From an optimization exercise on the open Yosys and OpenROAD flow, aimed at small area, a short achievable clock period and few clock cycles; shortcuts taken in it are not production practice.
At most, simulation tests tie the RTL to the original design; equivalence was not proved.

==> module minilab_top, before the edit <==
module minilab_top (
  input  logic        CLOCK_50,
  input  logic        KEY,
  input  logic [9:0]  SW,
  output logic        LEDR,
  output logic [6:0]  HEX0,
  output logic [6:0]  HEX1,
  output logic [6:0]  HEX2,
  output logic [6:0]  HEX3,
  output logic [6:0]  HEX4,
  output logic [6:0]  HEX5,
  output logic        mem_read,
  output logic [31:0] mem_address,
  input  logic [63:0] mem_readdata,
  input  logic        mem_readdatavalid,
  input  logic        mem_waitrequest
);
  localparam int RW = 19;
  logic [3:0]  rd_cnt;     
  logic [3:0]  rsp_cnt;    
  logic        row_vld;    
  logic [2:0]  row_idx;
  logic [63:0] b_q;
  logic        done;
  logic [RW-1:0] res [8];
  assign mem_read    = (rd_cnt != 4'd9);
  assign mem_address = {28'd0, rd_cnt};
  always_ff @(posedge CLOCK_50 or negedge KEY) begin
    if (!KEY) begin
      rd_cnt  <= '0;
      rsp_cnt <= '0;
      row_vld <= 1'b0;
      row_idx <= '0;
      done    <= 1'b0;
    end else begin
      if (mem_read && !mem_waitrequest) rd_cnt <= rd_cnt + 4'd1;
      if (mem_readdatavalid) rsp_cnt <= rsp_cnt + 4'd1;
      row_vld <= mem_readdatavalid && (rsp_cnt != 4'd0);
      row_idx <= 3'(rsp_cnt - 4'd1);
      if (row_vld && row_idx == 3'd7) done <= 1'b1;
    end
  end
  always_ff @(posedge CLOCK_50) begin
    if (mem_readdatavalid && rsp_cnt == 4'd0) b_q <= mem_readdata;
  end
  logic [RW-1:0] dot;
  dot8 u_dot (.clk(CLOCK_50), .a(mem_readdata), .b(b_q), .y(dot));
  always_ff @(posedge CLOCK_50) begin
    for (int i = 0; i < 8; i++)
      if (row_vld && row_idx == 3'(i)) res[i] <= dot;
  end
  assign LEDR = done;
  logic [7:0]    oh;
  logic [RW-1:0] sel;
  logic          show;
  always_comb begin
    for (int r = 0; r < 8; r++) oh[r] = (SW[3:1] == 3'(r));
    sel = '0;
    for (int r = 0; r < 8; r++) sel = sel | (res[r] & {RW{oh[r]}});
  end
  assign show = done && SW[0];
  hex_seg u_h0 (.nib(sel[3:0]),           .show(show), .seg(HEX0));
  hex_seg u_h1 (.nib(sel[7:4]),           .show(show), .seg(HEX1));
  hex_seg u_h2 (.nib(sel[11:8]),          .show(show), .seg(HEX2));
  hex_seg u_h3 (.nib(sel[15:12]),         .show(show), .seg(HEX3));
  hex_seg u_h4 (.nib({1'b0, sel[18:16]}), .show(show), .seg(HEX4));
  assign HEX5 = show ? 7'b1000000 : 7'b1111111;
endmodule
export LEC_CHECK = 0
export ABC_CLOCK_PERIOD_IN_PS = 4700
export CAP_MARGIN = 20
export CORE_MARGIN = 2
export CORE_UTILIZATION = 40
export SETUP_SLACK_MARGIN = 3.3
export SLEW_MARGIN = 20
export SYNTH_HIERARCHICAL = 1
create_clock -name core_clock -period 8.0 [get_ports {CLOCK_50}]
run.sh (not shown) runs the stock make flow with config.mk's settings and CLKGATE_MAP_FILE= SYNTH_SCRIPT=/design/flow/synth_recipe.tcl, a recipe that flattens the netlist after the stock synthesis.
Next try:
--- a/flow/design.v
+++ b/flow/design.v
@@ -1639,12 +1639,26 @@
   seg_bit #(.TT(16'hd004)) u_s2 (.nib(nib), .show(show), .o(seg[2]));
   seg_bit #(.TT(16'h8692)) u_s3 (.nib(nib), .show(show), .o(seg[3]));
   seg_bit #(.TT(16'h02ba)) u_s4 (.nib(nib), .show(show), .o(seg[4]));
   seg_bit #(.TT(16'h208e)) u_s5 (.nib(nib), .show(show), .o(seg[5]));
   seg_bit #(.TT(16'h1083)) u_s6 (.nib(nib), .show(show), .o(seg[6]));
 endmodule
+module row_dec (
+  input  logic [2:0] row,
+  output logic [7:0] oh
+);
+  always_comb
+    for (int r = 0; r < 8; r++) oh[r] = (row == 3'(r));
+endmodule
+module sel_bit (
+  input  logic [7:0] oh,
+  input  logic [7:0] col,
+  output logic       o
+);
+  assign o = |(oh & col);
+endmodule
 `timescale 1ns/1ps
 module minilab_top (
   input  logic        CLOCK_50,
   input  logic        KEY,
   input  logic [9:0]  SW,
   output logic        LEDR,
@@ -1661,50 +1675,51 @@
   input  logic        mem_waitrequest
 );
   localparam int RW = 19;
   logic [3:0]  rd_cnt;     
   logic [3:0]  rsp_cnt;    
   logic        row_vld;    
-  logic [2:0]  row_idx;
-  logic [63:0] b_q;
+  logic [63:0] b_q;        
   logic        done;
-  logic [RW-1:0] res [8];
+  logic [RW-1:0] res [7];
   assign mem_read    = (rd_cnt != 4'd9);
   assign mem_address = {28'd0, rd_cnt};
   always_ff @(posedge CLOCK_50 or negedge KEY) begin
     if (!KEY) begin
       rd_cnt  <= '0;
       rsp_cnt <= '0;
       row_vld <= 1'b0;
-      row_idx <= '0;
-      done    <= 1'b0;
     end else begin
       if (mem_read && !mem_waitrequest) rd_cnt <= rd_cnt + 4'd1;
       if (mem_readdatavalid) rsp_cnt <= rsp_cnt + 4'd1;
       row_vld <= mem_readdatavalid && (rsp_cnt != 4'd0);
-      row_idx <= 3'(rsp_cnt - 4'd1);
-      if (row_vld && row_idx == 3'd7) done <= 1'b1;
     end
   end
+  assign done = (rsp_cnt == 4'd9) && !row_vld;
+  logic [RW-1:0] dot;
+  dot8 u_dot (.clk(CLOCK_50), .a(mem_readdata), .b(b_q), .y(dot));
   always_ff @(posedge CLOCK_50) begin
     if (mem_readdatavalid && rsp_cnt == 4'd0) b_q <= mem_readdata;
+    else if (row_vld && rsp_cnt == 4'd9) b_q[RW-1:0] <= dot;
   end
-  logic [RW-1:0] dot;
-  dot8 u_dot (.clk(CLOCK_50), .a(mem_readdata), .b(b_q), .y(dot));
   always_ff @(posedge CLOCK_50) begin
-    for (int i = 0; i < 8; i++)
-      if (row_vld && row_idx == 3'(i)) res[i] <= dot;
+    for (int i = 0; i < 7; i++)
+      if (row_vld && rsp_cnt == 4'(i + 2)) res[i] <= dot;
   end
   assign LEDR = done;
   logic [7:0]    oh;
   logic [RW-1:0] sel;
   logic          show;
-  always_comb begin
-    for (int r = 0; r < 8; r++) oh[r] = (SW[3:1] == 3'(r));
-    sel = '0;
-    for (int r = 0; r < 8; r++) sel = sel | (res[r] & {RW{oh[r]}});
+  row_dec u_dec (.row(SW[3:1]), .oh(oh));
+  for (genvar b = 0; b < RW; b++) begin : g_sel
+    logic [7:0] col;
+    always_comb begin
+      for (int r = 0; r < 7; r++) col[r] = res[r][b];
+      col[7] = b_q[b];
+    end
+    sel_bit u_sel (.oh(oh), .col(col), .o(sel[b]));
   end
   assign show = done && SW[0];
   hex_seg u_h0 (.nib(sel[3:0]),           .show(show), .seg(HEX0));
   hex_seg u_h1 (.nib(sel[7:4]),           .show(show), .seg(HEX1));
   hex_seg u_h2 (.nib(sel[11:8]),          .show(show), .seg(HEX2));
   hex_seg u_h3 (.nib(sel[15:12]),         .show(show), .seg(HEX3));
Wire length is higher by 1.4%.
Clock-buffer cell count is higher by 2.
Via count is higher by 1.5%.
Design area is lower by 2.8%.
Fmax is higher by 1.3%.
Setup slack improved by 0.065 ns.
Die area is lower by 3.5%.
Register-to-register slack got worse by 0.32 ns.
Synthesized area is lower by 3.5%.
Synthesized cell count is higher by 2.2%.
Sequential share of layout area is lower by 1.6 points.
Function was not checked in any run of this note: the RTL went through the layout flow alone.

* * *

Setup of before:
minilab_top, a different RTL version from the one above (not shown whole).
Size in the first run: roughly 1800 cells after synthesis, about 270 flip-flops, ~150 I/O pins.
==> module minilab_top, before the edit <==
module minilab_top (
  input  logic        CLOCK_50,
  input  logic        KEY,
  input  logic [9:0]  SW,
  output logic        LEDR,
  output logic [6:0]  HEX0,
  output logic [6:0]  HEX1,
  output logic [6:0]  HEX2,
  output logic [6:0]  HEX3,
  output logic [6:0]  HEX4,
  output logic [6:0]  HEX5,
  output logic        mem_read,
  output logic [31:0] mem_address,
  input  logic [63:0] mem_readdata,
  input  logic        mem_readdatavalid,
  input  logic        mem_waitrequest
);
  localparam int RW = 19;
  logic [3:0]  rd_cnt;     
  logic [3:0]  rsp_cnt;    
  logic        row_vld;    
  logic [63:0] b_q;        
  logic        done;
  logic [RW-1:0] res [7];
  assign mem_read    = (rd_cnt != 4'd9);
  assign mem_address = {28'd0, rd_cnt};
  always_ff @(posedge CLOCK_50 or negedge KEY) begin
    if (!KEY) begin
      rd_cnt  <= '0;
      rsp_cnt <= '0;
      row_vld <= 1'b0;
    end else begin
      if (mem_read && !mem_waitrequest) rd_cnt <= rd_cnt + 4'd1;
      if (mem_readdatavalid) rsp_cnt <= rsp_cnt + 4'd1;
      row_vld <= mem_readdatavalid && (rsp_cnt != 4'd0);
    end
  end
  assign done = (rsp_cnt == 4'd9) && !row_vld;
  logic [RW-1:0] dot;
  dot8 u_dot (.clk(CLOCK_50), .a(mem_readdata), .b(b_q), .y(dot));
  always_ff @(posedge CLOCK_50) begin
    if (mem_readdatavalid && rsp_cnt == 4'd0) b_q <= mem_readdata;
    else if (row_vld && rsp_cnt == 4'd9) b_q[RW-1:0] <= dot;
  end
  always_ff @(posedge CLOCK_50) begin
    for (int i = 0; i < 7; i++)
      if (row_vld && rsp_cnt == 4'(i + 2)) res[i] <= dot;
  end
  assign LEDR = done;
  logic [7:0]    oh;
  logic [RW-1:0] sel;
  logic          show;
  always_comb begin
    for (int r = 0; r < 8; r++) oh[r] = (SW[3:1] == 3'(r));
    sel = '0;
    for (int r = 0; r < 7; r++) sel = sel | (res[r] & {RW{oh[r]}});
    sel = sel | (b_q[RW-1:0] & {RW{oh[7]}});
  end
  assign show = done && SW[0];
  hex_seg u_h0 (.nib(sel[3:0]),           .show(show), .seg(HEX0));
  hex_seg u_h1 (.nib(sel[7:4]),           .show(show), .seg(HEX1));
  hex_seg u_h2 (.nib(sel[11:8]),          .show(show), .seg(HEX2));
  hex_seg u_h3 (.nib(sel[15:12]),         .show(show), .seg(HEX3));
  hex_seg u_h4 (.nib({1'b0, sel[18:16]}), .show(show), .seg(HEX4));
  assign HEX5 = show ? 7'b1000000 : 7'b1111111;
endmodule
export LEC_CHECK = 0
export ABC_CLOCK_PERIOD_IN_PS = 4700
export CAP_MARGIN = 20
export CORE_MARGIN = 2
export CORE_UTILIZATION = 40
export SETUP_SLACK_MARGIN = 3.3
export SLEW_MARGIN = 20
export SYNTH_HIERARCHICAL = 1
create_clock -name core_clock -period 8.0 [get_ports {CLOCK_50}]
before closes out successfully: all stages finished, all timing, DRC and antenna checks passed.
Testbench counts of before, summed over its fixed seeds: cycles 2,661.
#### Input delta (after over before)
diff --git a/flow/design.v b/flow/design.v
--- a/flow/design.v
+++ b/flow/design.v
@@ -1667,51 +1667,48 @@
   input  logic        mem_waitrequest
 );
   localparam int RW = 19;
   logic [3:0]  rd_cnt;     
   logic [3:0]  rsp_cnt;    
   logic        row_vld;    
-  logic [63:0] b_q;        
+  logic [2:0]  row_idx;
+  logic [63:0] b_q;
   logic        done;
-  logic [RW-1:0] res [7];
+  logic [RW-1:0] res [8];
   assign mem_read    = (rd_cnt != 4'd9);
   assign mem_address = {28'd0, rd_cnt};
   always_ff @(posedge CLOCK_50 or negedge KEY) begin
     if (!KEY) begin
       rd_cnt  <= '0;
       rsp_cnt <= '0;
       row_vld <= 1'b0;
+      row_idx <= '0;
+      done    <= 1'b0;
     end else begin
       if (mem_read && !mem_waitrequest) rd_cnt <= rd_cnt + 4'd1;
       if (mem_readdatavalid) rsp_cnt <= rsp_cnt + 4'd1;
       row_vld <= mem_readdatavalid && (rsp_cnt != 4'd0);
+      row_idx <= 3'(rsp_cnt - 4'd1);
+      if (row_vld && row_idx == 3'd7) done <= 1'b1;
     end
   end
-  assign done = (rsp_cnt == 4'd9) && !row_vld;
-  logic [RW-1:0] dot;
-  dot8 u_dot (.clk(CLOCK_50), .a(mem_readdata), .b(b_q), .y(dot));
   always_ff @(posedge CLOCK_50) begin
     if (mem_readdatavalid && rsp_cnt == 4'd0) b_q <= mem_readdata;
-    else if (row_vld && rsp_cnt == 4'd9) b_q[RW-1:0] <= dot;
   end
+  logic [RW-1:0] dot;
+  dot8 u_dot (.clk(CLOCK_50), .a(mem_readdata), .b(b_q), .y(dot));
   always_ff @(posedge CLOCK_50) begin
-    for (int i = 0; i < 7; i++)
-      if (row_vld && rsp_cnt == 4'(i + 2)) res[i] <= dot;
+    for (int i = 0; i < 8; i++)
+      if (row_vld && row_idx == 3'(i)) res[i] <= dot;
   end
   assign LEDR = done;
-  logic [7:0]    oh;
   logic [RW-1:0] sel;
   logic          show;
-  always_comb begin
-    for (int r = 0; r < 8; r++) oh[r] = (SW[3:1] == 3'(r));
-    sel = '0;
-    for (int r = 0; r < 7; r++) sel = sel | (res[r] & {RW{oh[r]}});
-    sel = sel | (b_q[RW-1:0] & {RW{oh[7]}});
-  end
+  assign sel  = res[SW[3:1]];
   assign show = done && SW[0];
-  hex_seg u_h0 (.nib(sel[3:0]),           .show(show), .seg(HEX0));
-  hex_seg u_h1 (.nib(sel[7:4]),           .show(show), .seg(HEX1));
-  hex_seg u_h2 (.nib(sel[11:8]),          .show(show), .seg(HEX2));
-  hex_seg u_h3 (.nib(sel[15:12]),         .show(show), .seg(HEX3));
+  hex_seg u_h0 (.nib(sel[3:0]),          .show(show), .seg(HEX0));
+  hex_seg u_h1 (.nib(sel[7:4]),          .show(show), .seg(HEX1));
+  hex_seg u_h2 (.nib(sel[11:8]),         .show(show), .seg(HEX2));
+  hex_seg u_h3 (.nib(sel[15:12]),        .show(show), .seg(HEX3));
   hex_seg u_h4 (.nib({1'b0, sel[18:16]}), .show(show), .seg(HEX4));
-  assign HEX5 = show ? 7'b1000000 : 7'b1111111;
+  hex_seg u_h5 (.nib(4'h0),              .show(show), .seg(HEX5));
 endmodule
Notes after the runs:
after — share of synthesized registers carrying an async set or reset 1.1 points higher, before as reference. after: filler cell count in the final layout is 36 higher than what before reported. before has a lower multi-input gate area in the final layout than after. Looking at critical path depth, after sits above before. Setup slack is higher on before. Per the comparison of after with before, minimum period implied by the final worst setup slack went up 0.037 ns; number of cells on the worst reg-to-reg path went down 1; number of clock buffers in the layout went up 10; cell area after technology mapping went up 3.0%. Routed length on met1 went up by a few percent going from before to after. Compared after vs before, and met1 global-route usage is down in after.
Testbench counts of after, summed over its fixed seeds: cycles 2,661.

afterwards: timing with drivers on the ports:
In the flow no input, the clock included, has a driving cell. The finished layouts below were timed again as built, in two steps.
Step 1 sets driving cells, clkbuf_16 on the clock port and buf_2 on the other inputs (assumed; they add their load-dependent delay and slew).
Step 2, shift: input delay + t, output delay - t, t = (earliest + latest rising clock arrival at the registers) / 2. This alone moves slack from input paths to output paths.
Three values: ideal, step 1, step 2; two values: the first two.
| run | t (ns) | setup slack, ns | latest minus earliest clock arrival (ns) | worst data-port slew with drivers (ns) |
|---|---|---|---|---|
| the first run of note 1 | 0.595 | 2.794 / 2.599 / 2.599 | 0.021 / 0.021 | 0.20 |
| the second run of note 1 | 0.653 | 2.859 / 2.729 / 2.654 | 0.059 / 0.059 | 0.15 |
| before | 0.648 | 2.906 / 2.668 / 2.668 | 0.037 / 0.036 | 0.25 |
| after | 0.601 | 2.869 / 2.786 / 2.741 | 0.033 / 0.033 | 0.20 |
After both steps every run listed still meets setup and hold. The setup slack of before, which loses most, moves by -0.238 ns with the drivers and by -0.238 ns with both steps.
